This design comes from an exercise in tuning for small area, a short achievable clock period and few clock cycles per item on the open sky130 flow, not from production work.
Function was checked by simulation only, so behaviour that the tests miss may differ from the original.

$ cat config.mk
export PLATFORM = sky130hd
export DESIGN_NAME = fs_group_descriptor_checksum_core
export DESIGN_NICKNAME = fs_group_descriptor_checksum_core
export VERILOG_FILES = /design/flow/design.v
export SDC_FILE = /design/flow/constraint.sdc
export NUM_CORES = 4
export LEC_CHECK = 0
export CAP_MARGIN = 20
export CORE_MARGIN = 2
export CORE_UTILIZATION = 40
export SLEW_MARGIN = 20
$ cat constraint.sdc
create_clock -name core_clock -period 10.0 [get_ports {clk}]
set_input_delay 2.0000 -clock core_clock [delete_from_list [all_inputs] [get_ports {clk}]]
set_output_delay 2.0000 -clock core_clock [all_outputs]
set_load 0.01 [all_outputs]
$ cat design.v
`timescale 1ns / 1ps
package fgdc_pkg;
	localparam logic [31:0] POLY32 = 32'h82F6_3B78;
	localparam logic [15:0] POLY16 = 16'hA001;
	localparam logic [15:0] CRC16_INIT = 16'hFFFF;
	localparam logic [1:0] MODE_NONE   = 2'd0;
	localparam logic [1:0] MODE_META   = 2'd1;
	localparam logic [1:0] MODE_LEGACY = 2'd2;
	localparam int REG_INDEX_W = 3;
	localparam logic [REG_INDEX_W-1:0] REG_MODE      = 3'd0;
	localparam logic [REG_INDEX_W-1:0] REG_SEED      = 3'd1;
	localparam logic [REG_INDEX_W-1:0] REG_VID_LOW   = 3'd2;
	localparam logic [REG_INDEX_W-1:0] REG_VID_HIGH  = 3'd3;
	localparam logic [REG_INDEX_W-1:0] REG_DESC_SIZE = 3'd4;
	localparam logic [REG_INDEX_W-1:0] REG_WIDE      = 3'd5;
	localparam logic [6:0] DESC_MIN_BYTES = 7'd32;
	localparam logic [6:0] MAX_DESC_BYTES = 7'd64;
	localparam logic [6:0] CSUM_LO        = 7'h1E;
	localparam logic [6:0] CSUM_HI        = 7'h1F;
	localparam logic [6:0] TAIL_START     = 7'h20;
	localparam logic [6:0] OFFSET_MAX     = 7'd127;
	localparam logic [6:0] DESC_SIZE_RST  = 7'd32;
	localparam int UUID_BYTES = 16;
	typedef struct packed {
		logic [31:0] grp;
		logic [7:0]  data;
		logic        first;
		logic        last;
	} stage_t;
	function automatic logic [31:0] crc32c_byte(input logic [31:0] c, input logic [7:0] b);
		logic [31:0] r;
		r = c ^ {24'h0, b};
		for (int k = 0; k < 8; k++) begin
			r = r[0] ? ((r >> 1) ^ POLY32) : (r >> 1);
		end
		crc32c_byte = r;
	endfunction
	function automatic logic [15:0] crc16_byte(input logic [15:0] c, input logic [7:0] b);
		logic [15:0] r;
		r = c ^ {8'h0, b};
		for (int k = 0; k < 8; k++) begin
			r = r[0] ? ((r >> 1) ^ POLY16) : (r >> 1);
		end
		crc16_byte = r;
	endfunction
	function automatic logic [31:0] prefix_step(input logic [1:0] mode, input logic [31:0] c,
			input logic [7:0] b);
		logic [31:0] r;
		case (mode)
			MODE_META: begin
				r = crc32c_byte(c, b);
			end
			MODE_LEGACY: begin
				r = {16'h0, crc16_byte(c[15:0], b)};
			end
			default: begin
				r = '0;
			end
		endcase
		prefix_step = r;
	endfunction
	function automatic logic [15:0] uuid_crc_zero();
		logic [15:0] c;
		c = CRC16_INIT;
		for (int i = 0; i < UUID_BYTES; i++) begin
			c = crc16_byte(c, 8'h00);
		end
		uuid_crc_zero = c;
	endfunction
	localparam logic [15:0] UUID_CRC_RESET = uuid_crc_zero();
endpackage
`timescale 1ns / 1ps
module fgdc_uuid_crc (
	input  logic         clk,
	input  logic         arst_n,
	input  logic         start,
	input  logic [127:0] volume_id,
	output logic         busy,
	output logic [15:0]  crc
);
	logic        busy_q;
	logic [3:0]  cnt_q;
	logic [15:0] crc_q;
	logic [7:0]  cur_byte;
	assign cur_byte = volume_id[{cnt_q, 3'b000} +: 8];
	always_ff @(posedge clk or negedge arst_n) begin
		if (!arst_n) begin
			busy_q <= 1'b0;
			cnt_q  <= '0;
			crc_q  <= fgdc_pkg::UUID_CRC_RESET;
		end else if (start) begin
			busy_q <= 1'b1;
			cnt_q  <= '0;
			crc_q  <= fgdc_pkg::CRC16_INIT;
		end else if (busy_q) begin
			crc_q <= fgdc_pkg::crc16_byte(crc_q, cur_byte);
			cnt_q <= cnt_q + 4'd1;
			if (cnt_q == 4'd15) begin
				busy_q <= 1'b0;
			end
		end
	end
	assign busy = busy_q;
	assign crc  = crc_q;
endmodule
`timescale 1ns / 1ps
module fs_group_descriptor_checksum_core #(
	parameter logic [6:0] MAX_DESC_BYTES = fgdc_pkg::MAX_DESC_BYTES
) (
	input  logic                               clk,
	input  logic                               arst_n,
	input  logic                               cfg_valid,
	output logic                               cfg_ready,
	input  logic [fgdc_pkg::REG_INDEX_W-1:0]   cfg_index,
	input  logic [63:0]                        cfg_data,
	input  logic                               in_valid,
	output logic                               in_ready,
	input  logic [31:0]                        group_number,
	input  logic [7:0]                         data_byte,
	input  logic                               first_byte,
	input  logic                               last_byte,
	output logic                               out_valid,
	input  logic                               out_ready,
	output logic [15:0]                        checksum,
	output logic                               checksum_valid
);
	logic [1:0]  mode_q;
	logic [31:0] seed_q;
	logic [63:0] vid_low_q;
	logic [63:0] vid_high_q;
	logic [6:0]  desc_bytes_q;
	logic        wide_q;
	logic        cfg_wr;
	logic        uuid_start;
	logic        uuid_busy;
	logic [15:0] uuid_crc;
	fgdc_pkg::stage_t st_s1;
	logic vld_s1;
	logic rdy_s1;
	logic [31:0] running_crc_q;
	logic [6:0]  offset_q;
	logic        out_valid_q;
	logic [15:0] checksum_q;
	logic        checksum_valid_q;
	logic [31:0] crc_start;
	logic [31:0] prefix_crc;
	logic [31:0] base_crc;
	logic [31:0] next_crc;
	logic [6:0]  off;
	logic [6:0]  desc_span;
	logic        in_field;
	logic        in_desc;
	logic        mode_ok;
	logic        take;
	logic        in_acc;
	assign cfg_ready  = !uuid_busy;
	assign cfg_wr     = cfg_valid && cfg_ready;
	assign uuid_start = cfg_wr && (cfg_index == fgdc_pkg::REG_VID_LOW ||
		cfg_index == fgdc_pkg::REG_VID_HIGH);
	always_ff @(posedge clk or negedge arst_n) begin
		if (!arst_n) begin
			mode_q       <= fgdc_pkg::MODE_NONE;
			seed_q       <= '0;
			vid_low_q    <= '0;
			vid_high_q   <= '0;
			desc_bytes_q <= fgdc_pkg::DESC_SIZE_RST;
			wide_q       <= 1'b0;
		end else if (cfg_wr) begin
			case (cfg_index)
				fgdc_pkg::REG_MODE:      mode_q       <= cfg_data[1:0];
				fgdc_pkg::REG_SEED:      seed_q       <= cfg_data[31:0];
				fgdc_pkg::REG_VID_LOW:   vid_low_q    <= cfg_data;
				fgdc_pkg::REG_VID_HIGH:  vid_high_q   <= cfg_data;
				fgdc_pkg::REG_DESC_SIZE: desc_bytes_q <= cfg_data[6:0];
				fgdc_pkg::REG_WIDE:      wide_q       <= cfg_data[0];
				default: ;
			endcase
		end
	end
	fgdc_uuid_crc u_uuid_crc (
		.clk       (clk),
		.arst_n    (arst_n),
		.start     (uuid_start),
		.volume_id ({vid_high_q, vid_low_q}),
		.busy      (uuid_busy),
		.crc       (uuid_crc)
	);
	assign take     = vld_s1 && (!st_s1.last || !out_valid_q || out_ready);
	assign rdy_s1   = !vld_s1 || take;
	assign in_ready = rdy_s1 && !uuid_busy;
	assign in_acc   = in_valid && in_ready;
	always_ff @(posedge clk or negedge arst_n) begin
		if (!arst_n) begin
			vld_s1 <= 1'b0;
		end else if (rdy_s1) begin
			vld_s1 <= in_acc;
		end
	end
	always_ff @(posedge clk) begin
		if (in_acc) begin
			st_s1.grp   <= group_number;
			st_s1.data  <= data_byte;
			st_s1.first <= first_byte;
			st_s1.last  <= last_byte;
		end
	end
	always_comb begin
		case (mode_q)
			fgdc_pkg::MODE_META:   crc_start = seed_q;
			fgdc_pkg::MODE_LEGACY: crc_start = {16'h0, uuid_crc};
			default:               crc_start = '0;
		endcase
		prefix_crc = crc_start;
		for (int i = 0; i < 4; i++) begin
			prefix_crc = fgdc_pkg::prefix_step(mode_q, prefix_crc, st_s1.grp[8*i +: 8]);
		end
	end
	always_comb begin
		if (desc_bytes_q < fgdc_pkg::DESC_MIN_BYTES) begin
			desc_span = fgdc_pkg::DESC_MIN_BYTES;
		end else if (desc_bytes_q > MAX_DESC_BYTES) begin
			desc_span = MAX_DESC_BYTES;
		end else begin
			desc_span = desc_bytes_q;
		end
		base_crc = st_s1.first ? prefix_crc : running_crc_q;
		off      = st_s1.first ? '0 : offset_q;
		in_desc  = off < desc_span;
		in_field = (off == fgdc_pkg::CSUM_LO) || (off == fgdc_pkg::CSUM_HI);
		mode_ok  = (mode_q == fgdc_pkg::MODE_META) || (mode_q == fgdc_pkg::MODE_LEGACY);
		next_crc = base_crc;
		if (in_desc && mode_q == fgdc_pkg::MODE_META) begin
			next_crc = fgdc_pkg::crc32c_byte(base_crc, in_field ? 8'h00 : st_s1.data);
		end else if (in_desc && mode_q == fgdc_pkg::MODE_LEGACY && !in_field &&
				!(off >= fgdc_pkg::TAIL_START && !wide_q)) begin
			next_crc = {16'h0, fgdc_pkg::crc16_byte(base_crc[15:0], st_s1.data)};
		end
	end
	always_ff @(posedge clk or negedge arst_n) begin
		if (!arst_n) begin
			running_crc_q <= '0;
			offset_q      <= '0;
			out_valid_q   <= 1'b0;
		end else begin
			if (take) begin
				running_crc_q <= next_crc;
				offset_q      <= (off < fgdc_pkg::OFFSET_MAX) ? off + 7'd1 : off;
			end
			if (take && st_s1.last) begin
				out_valid_q <= 1'b1;
			end else if (out_ready) begin
				out_valid_q <= 1'b0;
			end
		end
	end
	always_ff @(posedge clk) begin
		if (take && st_s1.last) begin
			checksum_q       <= mode_ok ? next_crc[15:0] : 16'h0;
			checksum_valid_q <= mode_ok;
		end
	end
	assign out_valid      = out_valid_q;
	assign checksum       = checksum_q;
	assign checksum_valid = checksum_valid_q;
endmodule
$ cat run.sh
#!/bin/bash
# synth_recipe.tcl (not shown) runs the flow's synth.tcl, then flattens the netlist and writes it again
# the make line also repeats each setting of config.mk as NAME=value (left out here)
make -C /OpenROAD-flow-scripts/flow DESIGN_CONFIG=/design/flow/config.mk WORK_HOME=/design/flow/orfs CLKGATE_MAP_FILE= SYNTH_SCRIPT=/design/flow/synth_recipe.tcl finish
==> impl_metrics.yaml <==
floorplanning:
  io_pins: 134
  dieArea_sq_um: 51560
  rows: 81
  core_area_sq_um: 49050
  initial_utilization_pct: 40.58
  die_w_um: 227.1
  die_y_um: 227.1
routing:
  viasPerCell: 5.432
  wirelength_mm: 55.08
  vias: 13360
  drc: 0
  wl_per_cell_um: 22.40
  dr.pass1.iters: 5
  drtIter0Drc: 1081
  postRouteAntennaNets: 0
timing:
  finalSetupViolations: 0
  fin_crit_sh_pct: 96.34
  hold_violations: 0
  fin_skew_ns: 0.02240
  slew_violations: 0
  rsz0062_at_grt: "false"
  slew_headroom_pct: 28.62
  max_freq_mhz: 103.8
  min_period_ns: 9.634
  max_slew.worst_pin.slew_ns: 1.068
clocking:
  cts_tree: "done"
  numCtsBuffers: 35
  cts_max_path_buffers: 3
  clock_latency_ns: 0.56
  path_clk_slew_ns: 0.06
  ctsHoldBuffers: 0
  cts_sinks: 291
  cts.htree.levels: 2
  cts_root_buf: "clkbuf_16"
place:
  dp_hpwl_mm: 40.66
  place_inst: 2388
  post_dp_cell_area_sq_um: 22110
  portBuffers: 133
  place_congestion: 0.9112
final_layout:
  final-seq-area_sq_um: 7592
  multi_input_area_sq_um: 11990
  mostFrequentLayoutCell: "xnor2_1"
  finalInstanceArea_sq_um: 23440
  area_growth_pct: 17.78
  fin_nets: 1894
  diodes: 0
  final_cell_mix: "xnor2_1, dfrtp_1, mux2_2, clkdlybuf4s50_1, nand2_1"
  fin_cells: 2459
  num-fill-cells: 4531
  drive_above_1_share_pct: 24.68
synthesis:
  synth_edf_count: 59
  synth_area_per_cell_sq_um: 12.22
  synth_nets: 1754
  async_reset_ff_share_pct: 79.73
  ys_seq_area_share_pct: 38.14
  ys_types: 94
  netlist_instances: 1629
  synthesis.area_sq_um: 19910
  yosysWarningCount: 2
  ys_ff_latch: 291
  synthFlopType: "dfrtp_1"
critical_path:
  worstSetupPathType: "register to register"
  worstSetupEndpointType: "register"
  critPathLaunchType: "register"
  cp.required_ns: 10.29
  cpPeakStageDelay_ns: 0.54
  cp_max_fo: 20
  worstPathArrival_ns: 9.92
  cp_slowest_cell: "xnor3_2"
run:
  maxCapViolCount: 0
status:
  outcome: "complete, no violations"
global_routing:
  grt_usage_pct: 21.85
  grt_first_pass_wirelength_mm: 84.84
  grt_overflow_total: 0
  grt_max_degree: 97
  grt_pass1_vias: 13910
  grt_antenna_before_repair: 1
hold_path:
  hp-class: "register to register"
-- per-stage QoR --
| stage | hold WS, ns | util, % | setup WS, ns | TNS, ns |
|---|---|---|---|---|
| floorplan | 0.4403 | - | 1.238 | 0 |
| global placement | 0.4633 | 45.08 | -0.2996 | -1.596 |
| detailed placement | 0.4700 | 45.08 | -0.3182 | -1.988 |
| CTS | 0.4786 | 47.51 | 0.005671 | 0 |
| global route | 0.5061 | 47.79 | 0.02139 | 0 |
| finish | 0.4781 | 47.79 | 0.3655 | 0 |
-- cells in the mapped netlist (10+ instances only) --
cell / n / area, sq um
nor2_1: 89 / 334.1
mux2_2: 168 / 1892
dfstp_2: 11 / 289.0
clkbuf_1: 62 / 232.7
nand2_1: 98 / 367.9
xnor2_2: 15 / 244.0
nor3_1: 14 / 70.07
mux4_2: 40 / 900.9
xnor3_1: 51 / 1149
xor2_1: 82 / 718.2
nand3_1: 12 / 60.06
buf_1: 15 / 56.30
a21oi_1: 49 / 245.2
o21ai_1: 10 / 50.05
a22oi_1: 32 / 240.2
inv_1: 19 / 71.32
xnor2_4: 10 / 275.3
dfrtp_1: 221 / 5530
xor3_1: 14 / 332.8
o22ai_1: 25 / 156.4
nor2b_1: 11 / 68.82
xnor2_1: 270 / 2365
xor2_2: 10 / 162.7
o21ai_0: 28 / 140.1
ha_1: 11 / 137.6
edfxtp_1: 59 / 1772
-- worst paths after layout --
path,cells past startpoint,startpoint,slack (ns),to
setup reg to reg,30,mode_q[0],0.37,checksum_q[0]
hold / removal,2,u_uuid_crc.crc_q[12],0.48,u_uuid_crc.crc_q[4]
hold reg to reg,2,u_uuid_crc.crc_q[12],0.48,u_uuid_crc.crc_q[4]
setup / recovery,30,mode_q[0],0.37,checksum_q[0]
min in group asynchronous,1,arst_n,1.48,seed_q[19]
max in group asynchronous,2,arst_n,7.03,u_uuid_crc.cnt_q[0]
-- worst max-delay path, delay by kind of cell (launching register included) --
family	cells	cell delay, ns
AOI/OAI and AO/OA	6	2.12
xor gates and xnor gates	14	4.47
adders and majority gates	1	0.37
buffers and inverters	5	1.04
DFF	1	0.38
and+or+nand+nor	4	1.00
-- what timing repair did --
item / 4_1_cts / 5_1_grt
gates resized for setup: 6 / 9
endpoints found under the setup margin: 14 / 32
setup buffers: 0 / 8
pin swaps: 0 / 2
-- state kept, by name, summed over array words and instances, names as in the netlist, 2 cells and up --
| register | flops |
|---|---|
| desc_bytes_q | 7 |
| vid_low_q | 64 |
| st_s1 | 42 |
| running_crc_q | 32 |
| u_uuid_crc.crc_q | 16 |
| u_uuid_crc.cnt_q | 4 |
| seed_q | 32 |
| mode_q | 2 |
| vid_high_q | 64 |
| checksum_q | 16 |
| offset_q | 7 |
-- per-layer routing --
metal | vias up | part of all wire (%) | track usage, %
li1 | 6097 | - | -
met1 | 6766 | 43 | 29.20
met2 | 394 | 48 | 36.59
met3 | 99 | 5.2 | 2.814
met4 | 2 | 3.6 | 7.801
met5 | - | 0.024 | 0
-- cells by family (layout without fill, tap and decap cells) --
logic type               count (synthesis)  after routing  synth area share, %
buffers and inverters                  109            275                2.231
XOR/XNOR                               464            464                27.98
multiplexers                           218            218                14.56
adder cells (fa/ha/maj)                 11             11               0.6914
AO/OA/AOI/OAI                          254            254                9.655
flip-flops                             291            291                38.14
AND/OR/NAND/NOR                        282            282                6.751
-- layout make-up --
class / instances / area share, %
Clock buffer: 53 / 4.595
Clock inverter: 10 / 0.2989
Inverter: 19 / 0.3042
Multi-Input combinational cell: 1229 / 51.14
Sequential cell: 291 / 32.39
Tap cell: 664 / 3.544
Timing Repair Buffer: 193 / 7.728
Testbench counts, summed over its fixed seeds: cycles 38,852, items 37,992.

-- what the ideal ports hide --
Ports are ideal in the flow. The routed layout listed here was re-timed in OpenROAD. Step 1 assumes that a clkbuf_16 drives the clock port and a buf_2 every other input. Step 2 also shifts input and output timing later by t, the mid clock arrival at the registers, as if the neighbouring blocks saw the same clock. Three values: no drivers, after step 1, after step 2; two values: the first two.
t, ns: 0.599
slack for setup (ns): 0.366 / 0.366 / 0.366
worst setup path after step 2: register to register
clock arrival spread, ns: 0.022 / 0.022
pins driven straight from the clock port: 1
After both steps setup and hold are still met in this run. For this run, drivers alone change the setup slack by 0.000 ns; drivers and shift together by 0.000 ns.
